From an optimization exercise on the open Yosys and OpenROAD flow, aimed at a short achievable clock period and few clock cycles per item; shortcuts taken in it are not production practice. The RTL was checked by simulation tests, not by an equivalence proof against the original design.

<file path="flow/config.mk">
export PLATFORM = sky130hd
export DESIGN_NAME = sliding_window_duration_throttle_core
export DESIGN_NICKNAME = sliding_window_duration_throttle_core
export VERILOG_FILES = /design/flow/design.v
export SDC_FILE = /design/flow/constraint.sdc
export NUM_CORES = 8
export LEC_CHECK = 0
export ABC_CLOCK_PERIOD_IN_PS = 3000
export CAP_MARGIN = 20
export CORE_MARGIN = 2
export CORE_UTILIZATION = 45
export SETUP_SLACK_MARGIN = 5
export SLEW_MARGIN = 20
export SYNTH_MEMORY_MAX_BITS = 8192
</file>
<file path="flow/constraint.sdc">
create_clock -name core_clock -period 9.0 [get_ports {clk}]
set_input_delay 1.8000 -clock core_clock [delete_from_list [all_inputs] [get_ports {clk}]]
set_output_delay 1.8000 -clock core_clock [all_outputs]
set_load 0.01 [all_outputs]
</file>
<file path="flow/design.v">
package swdt_pkg;
    localparam int TIME_W    = 48;
    localparam int DUR_W     = 24;
    localparam int WIN_W     = 24;
    localparam int MAXD_W    = 28;
    localparam int STATUS_W  = 2;
    localparam int DELAY_W   = 30;
    localparam int CFG_IDX_W = 1;
    localparam int CFG_DAT_W = 28;
    localparam int LOG_DEPTH_DEF = 64;
    localparam int TOTAL_W = MAXD_W;
    localparam int SUM_W = TOTAL_W + 1;
    localparam int QUEUE_D = 8;
    localparam logic [WIN_W-1:0]  WINDOW_RST = WIN_W'(1000000);
    localparam logic [MAXD_W-1:0] MAXD_RST   = MAXD_W'(2000000);
    localparam logic [STATUS_W-1:0] STATUS_GRANT = 2'd0;
    localparam logic [STATUS_W-1:0] STATUS_DEFER = 2'd1;
    localparam logic [STATUS_W-1:0] STATUS_FULL  = 2'd2;
    localparam logic [CFG_IDX_W-1:0] CFG_WINDOW = 1'b0;
    localparam logic [CFG_IDX_W-1:0] CFG_MAXDUR = 1'b1;
endpackage
module sliding_window_duration_throttle_core #(
    parameter int LOG_DEPTH = swdt_pkg::LOG_DEPTH_DEF
) (
    input  logic                            clk,
    input  logic                            rst_n,
    input  logic                            req_valid,
    output logic                            req_ready,
    input  logic [swdt_pkg::TIME_W-1:0]     req_now_us,
    input  logic [swdt_pkg::DUR_W-1:0]      req_duration_us,
    output logic                            res_valid,
    input  logic                            res_ready,
    output logic [swdt_pkg::STATUS_W-1:0]   res_status,
    output logic [swdt_pkg::DELAY_W-1:0]    res_delay_us,
    input  logic                            cfg_valid,
    output logic                            cfg_ready,
    input  logic [swdt_pkg::CFG_IDX_W-1:0]  cfg_index,
    input  logic [swdt_pkg::CFG_DAT_W-1:0]  cfg_data
);
    localparam int N   = LOG_DEPTH + 1;    
    localparam int PL  = (LOG_DEPTH > 1) ? $clog2(LOG_DEPTH) : 1;
    localparam int TW  = swdt_pkg::TIME_W;
    localparam int DW  = swdt_pkg::DUR_W;
    localparam int SW  = swdt_pkg::SUM_W;
    localparam int MW  = swdt_pkg::MAXD_W;
    localparam int WW  = swdt_pkg::WIN_W;
    localparam int QD  = swdt_pkg::QUEUE_D;
    localparam int QW  = (QD > 1) ? $clog2(QD) : 1;
    localparam int OW  = $clog2(QD + 1) + 1;
    logic [WW-1:0] window_reg;
    logic [MW-1:0] maxd_reg;
    assign cfg_ready = 1'b1;
    always_ff @(posedge clk or negedge rst_n)
    begin
        if (!rst_n)
        begin
            window_reg <= swdt_pkg::WINDOW_RST;
            maxd_reg   <= swdt_pkg::MAXD_RST;
        end
        else if (cfg_valid)
        begin
            case (cfg_index)
                swdt_pkg::CFG_WINDOW: window_reg <= cfg_data[WW-1:0];
                swdt_pkg::CFG_MAXDUR: maxd_reg   <= cfg_data[MW-1:0];
                default:              ;
            endcase
        end
    end
    logic          req_ready_reg;
    logic [OW-1:0] outst_reg, outst_next;
    logic          req_fire, res_fire;
    logic          res_valid_reg;
    assign req_ready = req_ready_reg;
    assign req_fire  = req_valid & req_ready_reg;
    assign res_fire  = res_valid_reg & res_ready;
    assign outst_next = outst_reg + OW'(req_fire) - OW'(res_fire);
    always_ff @(posedge clk or negedge rst_n)
    begin
        if (!rst_n)
        begin
            outst_reg     <= '0;
            req_ready_reg <= 1'b0;
        end
        else
        begin
            outst_reg     <= outst_next;
            req_ready_reg <= (outst_next < OW'(QD));
        end
    end
    logic          a_v;
    logic [TW-1:0] a_now;
    logic [DW-1:0] a_dur;
    always_ff @(posedge clk or negedge rst_n)
    begin
        if (!rst_n) a_v <= 1'b0;
        else        a_v <= req_fire;
    end
    always_ff @(posedge clk)
    begin
        a_now <= req_now_us;
        a_dur <= req_duration_us;
    end
    logic [N-1:0][TW-1:0] t_mem;
    logic [N-1:0][SW-1:0] s_mem;
    logic [N-1:0]  vld_reg;      
    logic [N-1:0]  head_reg;     
    logic [N-1:0]  tail_reg;     
    logic [SW-1:0] g_reg;        
    logic [SW-1:0] base_reg;     
    logic          pg_reg;       
    logic          b_v;
    logic [TW-1:0] b_now;
    logic [DW-1:0] b_dur;
    logic [TW:0]   b_lim;      
    logic          b_kneg;     
    logic [SW-1:0] b_lo [2][2];
    logic [SW-1:0] a_k, a_x;
    logic          c_v;
    logic [TW-1:0] c_now;
    logic [DW-1:0] c_dur;
    assign a_k = {{(SW - MW){1'b0}}, maxd_reg} - {{(SW - DW){1'b0}}, a_dur};
    assign a_x = g_reg - a_k;
    always_ff @(posedge clk or negedge rst_n)
    begin
        if (!rst_n) b_v <= 1'b0;
        else        b_v <= a_v;
    end
    always_ff @(posedge clk)
    begin
        b_now     <= a_now;
        b_dur     <= a_dur;
        b_lim     <= {1'b0, a_now} - {{(TW + 1 - WW){1'b0}}, window_reg};
        b_kneg    <= a_k[SW-1];
        b_lo[0][0] <= a_x;
        b_lo[0][1] <= a_x + {{(SW - DW){1'b0}}, c_dur};
        b_lo[1][0] <= a_x + {{(SW - DW){1'b0}}, b_dur};
        b_lo[1][1] <= a_x + {{(SW - DW){1'b0}}, c_dur} + {{(SW - DW){1'b0}}, b_dur};
    end
    logic [N-1:0]  c_exp;
    logic [N-1:0]  c_ovr [2];    
    logic [SW-1:0] c_lo [2];
    logic          c_kneg;
    logic [SW-1:0] lo_c [2];
    logic [N-1:0][SW-1:0] dif_c [2];
    logic          byp;
    assign lo_c[0] = pg_reg ? b_lo[0][1] : b_lo[0][0];
    assign lo_c[1] = pg_reg ? b_lo[1][1] : b_lo[1][0];
    assign byp     = c_now < b_lim[TW-1:0];
    always_comb
    begin
        for (int k = 0; k < N; k++)
        begin
            dif_c[0][k] = s_mem[k] - lo_c[0];
            dif_c[1][k] = s_mem[k] - lo_c[1];
        end
    end
    always_ff @(posedge clk or negedge rst_n)
    begin
        if (!rst_n) c_v <= 1'b0;
        else        c_v <= b_v;
    end
    always_ff @(posedge clk)
    begin
        c_now   <= b_now;
        c_dur   <= b_dur;
        c_lo[0] <= lo_c[0];
        c_lo[1] <= lo_c[1];
        c_kneg  <= b_kneg;
        for (int k = 0; k < N; k++)
        begin
            c_exp[k]    <= b_v && !b_lim[TW] && (tail_reg[k] ? byp : (t_mem[k] < b_lim[TW-1:0]));
            c_ovr[0][k] <= !tail_reg[k] && dif_c[0][k][SW-1];
            c_ovr[1][k] <= !tail_reg[k] && dif_c[1][k][SW-1];
        end
    end
    logic [N-1:0]  gen, prop, carry, cut, over_k;
    logic [SW-1:0] lo, dif_base;
    logic [SW-1:0] s_sel, base_new;
    logic          any_rem, over_base, over_cut, over, vfull, full, grant, wr_en;
    assign lo     = pg_reg ? c_lo[1] : c_lo[0];
    assign over_k = pg_reg ? c_ovr[1] : c_ovr[0];
    assign gen    = head_reg & vld_reg & c_exp;
    assign prop   = ~head_reg & vld_reg & c_exp;
    logic [N-1:0] pg_g [0:PL];
    logic [N-1:0] pg_p [0:PL];
    assign pg_g[0] = gen;
    assign pg_p[0] = prop;
    for (genvar l = 0; l < PL; l++)
    begin : g_pfx
        for (genvar k = 0; k < N; k++)
        begin : g_bit
            localparam int J = (k - (1 << l) + N) % N;
            assign pg_g[l+1][k] = pg_g[l][k] | (pg_p[l][k] & pg_g[l][J]);
            assign pg_p[l+1][k] = pg_p[l][k] & pg_p[l][J];
        end
    end
    assign carry = pg_g[PL];
    always_comb
    begin
        for (int k = 0; k < N; k++)
            cut[k] = carry[k] & ~carry[(k + 1) % N];
        s_sel    = '0;
        over_cut = 1'b0;
        for (int k = 0; k < N; k++)
        begin
            s_sel    = s_sel | ({SW{cut[k]}} & s_mem[k]);
            over_cut = over_cut | (cut[k] & over_k[k]);
        end
    end
    assign any_rem   = |gen;
    assign vfull     = &(vld_reg | tail_reg);
    assign dif_base  = base_reg - lo;
    assign over_base = dif_base[SW-1];
    assign over      = c_kneg | (any_rem ? over_cut : over_base);
    assign full      = vfull & ~any_rem;
    assign grant     = c_v & ~over & ~full;
    assign wr_en     = c_v;
    assign base_new  = any_rem ? s_sel : base_reg;
    always_ff @(posedge clk or negedge rst_n)
    begin
        if (!rst_n)
        begin
            vld_reg  <= '0;
            head_reg <= N'(1);
            tail_reg <= N'(1);
            g_reg    <= '0;
            base_reg <= '0;
            pg_reg   <= 1'b0;
        end
        else
        begin
            vld_reg  <= (vld_reg & ~carry) | (grant ? tail_reg : '0);
            if (any_rem)
                head_reg <= {cut[N-2:0], cut[N-1]};
            if (grant)
                tail_reg <= {tail_reg[N-2:0], tail_reg[N-1]};
            if (grant)
                g_reg <= g_reg + {{(SW - DW){1'b0}}, c_dur};
            base_reg <= base_new;
            pg_reg   <= grant;
        end
    end
    always_ff @(posedge clk)
    begin
        for (int k = 0; k < N; k++)
        begin
            if (wr_en && tail_reg[k])
            begin
                t_mem[k] <= c_now;
                s_mem[k] <= g_reg + {{(SW - DW){1'b0}}, c_dur};
            end
        end
    end
    logic          d_v, d_over, d_full;
    logic [SW-1:0] d_lo, d_base;
    logic [swdt_pkg::STATUS_W-1:0] e_st;
    logic [swdt_pkg::DELAY_W-1:0]  e_dl;
    always_ff @(posedge clk or negedge rst_n)
    begin
        if (!rst_n) d_v <= 1'b0;
        else        d_v <= c_v;
    end
    always_ff @(posedge clk)
    begin
        d_over <= over;
        d_full <= full;
        d_lo   <= lo;
        d_base <= base_new;
    end
    assign e_st = d_over ? swdt_pkg::STATUS_DEFER :
                  d_full ? swdt_pkg::STATUS_FULL  : swdt_pkg::STATUS_GRANT;
    logic [SW-1:0] d_excess;
    assign d_excess = d_lo - d_base;
    assign e_dl = d_over ? {{(swdt_pkg::DELAY_W - SW){1'b0}}, d_excess} : '0;
    logic [swdt_pkg::STATUS_W-1:0] res_st_reg;
    logic [swdt_pkg::DELAY_W-1:0]  res_dl_reg;
    logic [QD-1:0][swdt_pkg::STATUS_W-1:0] q_st;
    logic [QD-1:0][swdt_pkg::DELAY_W-1:0]  q_dl;
    logic [QW-1:0] q_rd, q_wr;
    logic [QW:0]   q_cnt;
    logic          out_free, q_pop, q_push, q_empty;
    assign q_empty  = (q_cnt == '0);
    assign out_free = ~res_valid_reg | res_ready;
    assign q_pop    = out_free & ~q_empty;
    assign q_push   = d_v & ~(out_free & q_empty);
    always_ff @(posedge clk or negedge rst_n)
    begin
        if (!rst_n)
        begin
            res_valid_reg <= 1'b0;
            q_rd          <= '0;
            q_wr          <= '0;
            q_cnt         <= '0;
        end
        else
        begin
            if (out_free)
                res_valid_reg <= ~q_empty | d_v;
            if (q_pop)
                q_rd <= q_rd + 1'b1;
            if (q_push)
                q_wr <= q_wr + 1'b1;
            q_cnt <= q_cnt + (QW+1)'(q_push) - (QW+1)'(q_pop);
        end
    end
    always_ff @(posedge clk)
    begin
        if (out_free)
        begin
            res_st_reg <= q_empty ? e_st : q_st[q_rd];
            res_dl_reg <= q_empty ? e_dl : q_dl[q_rd];
        end
        if (q_push)
        begin
            q_st[q_wr] <= e_st;
            q_dl[q_wr] <= e_dl;
        end
    end
    assign res_valid    = res_valid_reg;
    assign res_status   = res_st_reg;
    assign res_delay_us = res_dl_reg;
endmodule
</file>
<file path="flow/run.sh">
#!/bin/bash
# synth_recipe.tcl (not shown) runs the flow's synth.tcl, then flattens the netlist and writes it again
# the make line also repeats each setting of config.mk as NAME=value (left out here)
make -C /OpenROAD-flow-scripts/flow DESIGN_CONFIG=/design/flow/config.mk WORK_HOME=/design/flow/orfs CLKGATE_MAP_FILE= SYNTH_SCRIPT=/design/flow/synth_recipe.tcl finish
</file>
==> run notes <==
[cell usage after synthesis, types with 152 or more instances]
cell       number  area [sq um]
a211oi_1      175          1310
a21o_1       1370         10300
a21oi_1      1800          9010
a221oi_1      201          1760
a222oi_1      222          2220
a22o_1        165          1450
a22oi_1       360          2700
and4_1        160          1400
clkbuf_1      447          1680
dfrtp_1       311          7780
dfxtp_1       696         13900
edfxtp_1     5293        159000
ha_1         6862         85900
inv_1         416          1560
nand2_1      1056          3960
nand2b_1      822          5140
nand3_1       488          2440
nand4_1      1217          7610
nor2_1        836          3140
nor2b_1       909          5690
nor3_1        452          2260
o2111ai_1     152          1330
o21a_1        844          6340
o21ai_0      1442          7220
xnor2_1       303          2650
xor2_1        172          1510
[final timing paths]
kind | from | to | cells past startpoint
setup / recovery | a_dur[1] | b_lo[3][26] | 38
hold / removal | b_now[46] | c_now[46] | 0
setup reg to reg | a_dur[1] | b_lo[3][26] | 38
hold reg to reg | b_now[46] | c_now[46] | 0
max in group asynchronous | rst_n | vld_reg[24] | 3
min in group asynchronous | rst_n | base_reg[3] | 1
[critical path, delay by kind of cell, from the launching register on]
kind            cells  cell delay [ps]
xor+xnor            3              380
simple gates       11             1280
flops               1              350
compound gates     16             3130
fa+ha+maj           4             1210
buf+inv             4              370
[what timing repair did]
action | 4_1_cts | 5_1_grt
setup endpoints to repair | 2578 | 1591
gates resized for setup | 3427 | 1505
gates cloned | 129 | 68
buffers inserted | 1183 | 438
pin swaps | 994 | 1133
[metrics by stage]
stage	instance area, sq um	setup slack (ps)	hold slack (ps)	utilization [%]
after global placement	397000	1390	310	48.4
after detailed placement	398000	1430	312	48.4
after CTS	452000	2320	324	55.0
final	466000	2270	324	56.7
after global routing	465000	1970	325	56.7
after floorplan	373000	2450	310	-
[layer usage]
layer	vias up	share of wire, %	global-route usage, %
met4	134	13	45.1
met2	22900	40	66.2
met5	-	0.090	0.376
met1	155000	35	54.8
li1	126000	-	-
met3	7433	12	15.9
[kinds of logic after synthesis]
family / Yosys count / synth area share [%]
other: 1 / 0.00101
XOR/XNOR: 475 / 1.12
multiplexers: 371 / 1.32
AND/OR/NAND/NOR: 6726 / 10.0
adder cells (fa/ha/maj): 6875 / 23.2
flip-flops: 6316 / 48.9
AO/OA/AOI/OAI: 7890 / 14.4
buffers and inverters: 993 / 1.03
[cell type report]
type	count	area, sq um	share of cell area (%)
antenna	331	828	0.178
timing repair buffer	3033	35400	7.61
clock buffer	971	20000	4.30
inverter	417	1800	0.386
multi-input combinational	22400	209000	44.8
clock inverter	387	3990	0.856
timing repair inverter	2	17.5	0.00376
sequential	6316	181000	39.0
tap	10900	13600	2.92
[power breakdown]
| group | switching [mW] | total (mW) | internal [mW] |
|---|---|---|---|
| Clock | 13.5 | 30.6 | 17.1 |
| Sequential | 1.27 | 38.0 | 36.7 |
| Combinational | 71.4 | 114 | 42.9 |
| Total | 86.2 | 183 | 96.7 |
==> flow_metrics.env <==
export IMPL_status="finished clean"
export IMPL_clk_path_buf_depth=4
export IMPL_h_tree_depth=6
export IMPL_largest_reg_flops=3120
export IMPL_final_common_cell="ha_1"
export IMPL_die_x_um=911
export IMPL_final_cell_mix="ha_1, edfxtp_1, buf_4"
export IMPL_arrival_ps=7910
export IMPL_relSlewSlack_pct=10.8
export IMPL_avgSynthCellArea_sq_um=12.5
export IMPL_layout_nets=39800
export IMPL_fillers=66700
export IMPL_antenna_left=0
export IMPL_antenna_found_initial=279
export IMPL_p_leak_nw=187
export IMPL_powerDensity_nw_per_um2=393
export IMPL_drv_slew=0
export IMPL_worstMarginPinSlew_ps=1340
export IMPL_hold_viol=0
export IMPL_path_class="reg2reg"
export IMPL_worstHoldPathType="reg2reg"
export IMPL_synth_nets=36600
export IMPL_clock_sinks=6316
export IMPL_maxCapViolCount=0
export IMPL_postCtsHoldBufs=0
export IMPL_grt_pass1_wl_um=2640000
export IMPL_numCtsBuffers=727
export IMPL_port_buffers=139
export IMPL_dieArea_sq_um=830000
export IMPL_hpwl_um=1380000
export IMPL_synthCells=29600
export IMPL_cp_common_cell="a21oi_2"
export IMPL_finalNonFillerCells=44700
export IMPL_grt_overflow_total=0
export IMPL_cp_max_fo=5
export IMPL_r2r_setup_slack_ps=2270
export IMPL_clk_latency_ps=1250
export IMPL_largest_register="t_mem"
export IMPL_grt_pass1_vias=290000
export IMPL_tns_ps=0
export IMPL_grt_usage_pct=46.7
export IMPL_synthFlopType="edfxtp_1"
export IMPL_wirelength_um=2050000
export IMPL_firstDrtPassIters=10
export IMPL_via_per_inst=6.96
export IMPL_clockRootBuffer="clkbuf_16"
export IMPL_reg_top3="t_mem: 3120 flops, s_mem: 1885 flops, q_dl: 240 flops"
export IMPL_place_gp_congestion=1.10
export IMPL_seq_area_frac_synth_pct=48.9
export IMPL_finalClockSkew_ps=98.2
export IMPL_fin_crit_sh_pct=74.7
export IMPL_slowest_delay_ps=410
export IMPL_ir_worst_vdd_mv=1.01
export IMPL_rows=333
export IMPL_tritoncts="yes"
export IMPL_ys_ff_latch=6316
export IMPL_syn_area_sq_um=370000
export IMPL_cp_start_kind="flop"
export IMPL_grt_max_degree=131
export IMPL_vias=311000
export IMPL_wl_per_cell_um=45.8
export IMPL_first_iter_violations=46700
export IMPL_start_util_pct=45.1
export IMPL_die_y_um=911
export IMPL_min_period_ps=6730
export IMPL_path_clk_slew_ps=60
export IMPL_coreArea_sq_um=821000
export IMPL_route_detailed_drc=0
export IMPL_finalSetupViolCount=0
export IMPL_synth_distinct_cells=104
export IMPL_io_pin_count=141
export IMPL_drive_above_1_share_pct=22.1
export IMPL_critPathSlowestCell="a221o_1"
export IMPL_dp_cells=41200
export IMPL_worstPathRequired_ps=10190
export IMPL_max_freq_ghz=0.149
export IMPL_ys_async_sr_fraction_pct=5.18
export IMPL_crit_path_end_kind="flop"
export IMPL_grt_setup_unrepaired="true"
export IMPL_synth_edf_count=5293
export IMPL_yosys_warnings=8
export IMPL_power_mw=183
export IMPL_area_delta_synth_final_pct=25.8
Testbench counts, summed over its fixed seeds: cycles 16,040, items 16,000.

-- re-timing with driven ports --
How much do the figures lean on ideal ports? The routed layout below was timed once more, with nothing changed but the port constraints. Step 1 assumes that a clkbuf_16 drives the clock port and a buf_2 every other input. Step 2 times the ports against the registers' clock, not the clock port: input delays grow and output delays shrink by t, the midpoint of the rising clock arrivals with the driver on. Three values: ideal ports, drivers, drivers and shift; two values: the first two.
t (ns): 1.366
setup WS [ns]: 2.274 / 2.274 / 2.274
hold slack, ns: 0.324 / 0.324 / 0.324
slew at the worst register clock pin (ns): 0.07 / 0.07
After both steps setup and hold are still met in this run. For this run, drivers alone change the setup slack by 0.000 ns; drivers and shift together by 0.000 ns.
